Background: an optimization exercise with open tools, aiming at small area, a short achievable clock period and few clock cycles per item. Do not read the settings as production practice. The RTL was checked by simulation tests, not by an equivalence proof against the original design.

red:
==> flow/design.v (excerpt) <==
module trans_chroma_pipe (
  input  logic        clk,
  input  logic        rst_n,
  input  logic        in_valid,
  output logic        in_ready,
  input  logic [7:0]  y_in,
  input  logic [15:0] c_in,
  output logic [7:0]  lut_y,
  output logic        lut_rd_en,
  input  logic [39:0] lut_mean,
  input  logic [39:0] lut_width,
  output logic        out_valid,
  input  logic        out_ready,
  output logic [39:0] out_data
);
For scale: about 2200 cells after synthesis, roughly 280 flip-flops, roughly 160 I/O pins, about 0.025 mm^2 of cells after synthesis.
clock: 7.0 ns
lec_check: 0
cap_margin: 20
core_margin: 2
core_utilization: 40
cts_buf_list: sky130_fd_sc_hd__clkbuf_8
cts_cluster_diameter: 100
cts_cluster_size: 14
setup_slack_margin: 3.65
slew_margin: 20
standard.sh (not shown) runs the stock make flow with config.mk's settings and CLKGATE_MAP_FILE= SYNTH_SCRIPT=/design/flow/synth_recipe.tcl, a recipe that flattens the netlist after the stock synthesis.
==> flow/flow/run.sh <==
#!/bin/bash
# The standard layout with two changes:
#  - synthesis skips the ABC pass of Yosys's generic "synth" fine stage, so the
#    full adders are extracted from the RTL's own XOR/majority structure
#    (registers are untouched; ORFS's own ABC mapping still runs afterwards);
#  - the port buffers buffer_ports inserts are plain buf_1 cells.
set -euo pipefail
bash standard.sh SYNTH_ARGS=-noabc BUFFER_PORTS_ARGS="-buffer_cell sky130_fd_sc_hd__buf_1" finish > standard.log 2>&1
red: no failed stages, no open violations at the end
Testbench counts of red, summed over its fixed seeds: cycles 16,032, pixels 16,000.
Inputs modified between red and blue:
diff --git a/flow/config.mk b/flow/config.mk
--- a/flow/config.mk
+++ b/flow/config.mk
@@ -12,2 +11,0 @@
-export CTS_CLUSTER_DIAMETER = 100
-export CTS_CLUSTER_SIZE = 14
--- outcome ---
blue vs. red: cell area now sits higher; number of buffer and inverter instances along the worst setup path moved up. In blue, the worst-path maximum fanout came out 10 below the value in red.
The following lists how green was set up differently from blue:
diff --git a/flow/config.mk b/flow/config.mk
--- a/flow/config.mk
+++ b/flow/config.mk
@@ -11,2 +11 @@
-export CTS_BUF_LIST = sky130_fd_sc_hd__clkbuf_8
-export SETUP_SLACK_MARGIN = 3.65
+export SETUP_SLACK_MARGIN = 3.8
Results
- green completed every stage of the flow, and the final layout passed the timing, DRC and antenna checks.
- green vs. blue: highest achievable clock rate climbed about 0.34%, CTS clock-pin slew for the worst setup and hold paths barely changed, number of antenna violations at the first check in global routing dropped 1, area added between synthesis and finish climbed 5.8 points.
- Relative to blue, part of the cycle the worst path needs has decreased by 0.16 points in green.
- Relative to blue, sequential share of cell area has decreased by 1.5 points in green.
- Relative to blue, number of non-clock buffers increased by 140 in green.
- Number of clock buffers in the layout of green falls short of that of blue by a little under 10%.
- Lower length of routed met3 wiring was reported by blue, not green.
- green — worst setup slack 0.011 ns higher, blue as reference
[inputs] orange vs green
diff --git a/flow/config.mk b/flow/config.mk
--- a/flow/config.mk
+++ b/flow/config.mk
@@ -11 +11 @@
-export SETUP_SLACK_MARGIN = 3.8
+export SETUP_SLACK_MARGIN = 3.5
==> comparison <==
Diff orange..green | number of hold-repair buffers added at the cts stage | unchanged
Delta (orange minus green): routed wire length now sits lower; achievable clock frequency now sits lower.
Compared with green, orange shows a non-clock buffer total of the final layout that is 194 lower.
green vs orange, termination of the worst setup path: lut_rd_en vs lcq0
Relative to green, orange improves number of vias after detailed routing.
Changes observed in orange relative to green: routed length per instance fell by 0.90 um, final number of hold-violating endpoints stayed essentially flat, number of buffers added by the clock tree synthesis step rose by 2.9%.
--- input diff orange..purple ---
diff --git a/flow/config.mk b/flow/config.mk
--- a/flow/config.mk
+++ b/flow/config.mk
@@ -11 +11,4 @@
-export SETUP_SLACK_MARGIN = 3.5
+export CTS_BUF_LIST = sky130_fd_sc_hd__clkbuf_16
+export CTS_CLUSTER_DIAMETER = 150
+export CTS_CLUSTER_SIZE = 24
+export SETUP_SLACK_MARGIN = 3.65
Notes after the runs:
Data required time at the worst endpoint: higher on orange. Going from orange to purple, number of logic stages on the critical path including buffering shrinks by 4. Compared with orange, purple shows a setup slack of the critical path after layout that is 0.16 ns higher. Higher total length of routed met3 wires goes to purple over orange. Summary of purple over orange: wire length went up by 2100 um, via count has increased.

afterwards: timing with drivers on the ports:
How much do the figures lean on ideal ports? The routed layouts below were timed once more, with nothing changed but the port constraints. Step 1 sets driving cells, clkbuf_16 on the clock port and buf_2 on the other inputs (assumed; they add their load-dependent delay and slew). Step 2 moves the port delays by t, midway between the first and last clock arrival at a register: inputs arrive t later, outputs are due t later. That takes back most of the time a late clock gives input paths. a / b / c = ideal ports / drivers / drivers and shift; a / b = the first two.
| run | t, ns | setup slack, ns | worst setup path at the end | clock arrival spread, ns | slew at the worst register clock pin (ns) |
|---|---|---|---|---|---|
| red | 0.672 | 3.721 / 3.721 / 3.456 | input to register | 0.039 / 0.039 | 0.10 / 0.10 |
| blue | 0.698 | 3.742 / 3.720 / 3.436 | input to register | 0.040 / 0.039 | 0.09 / 0.09 |
| green | 0.595 | 3.753 / 3.717 / 3.274 | input to register | 0.032 / 0.032 | 0.06 / 0.06 |
| orange | 0.591 | 3.581 / 3.566 / 3.496 | input to register | 0.030 / 0.030 | 0.06 / 0.06 |
| purple | 0.576 | 3.740 / 3.718 / 3.470 | input to register | 0.017 / 0.016 | 0.10 / 0.10 |
After both steps every run listed still meets setup and hold. For green, which loses most, drivers alone change the setup slack by -0.036 ns; drivers and shift together by -0.479 ns.
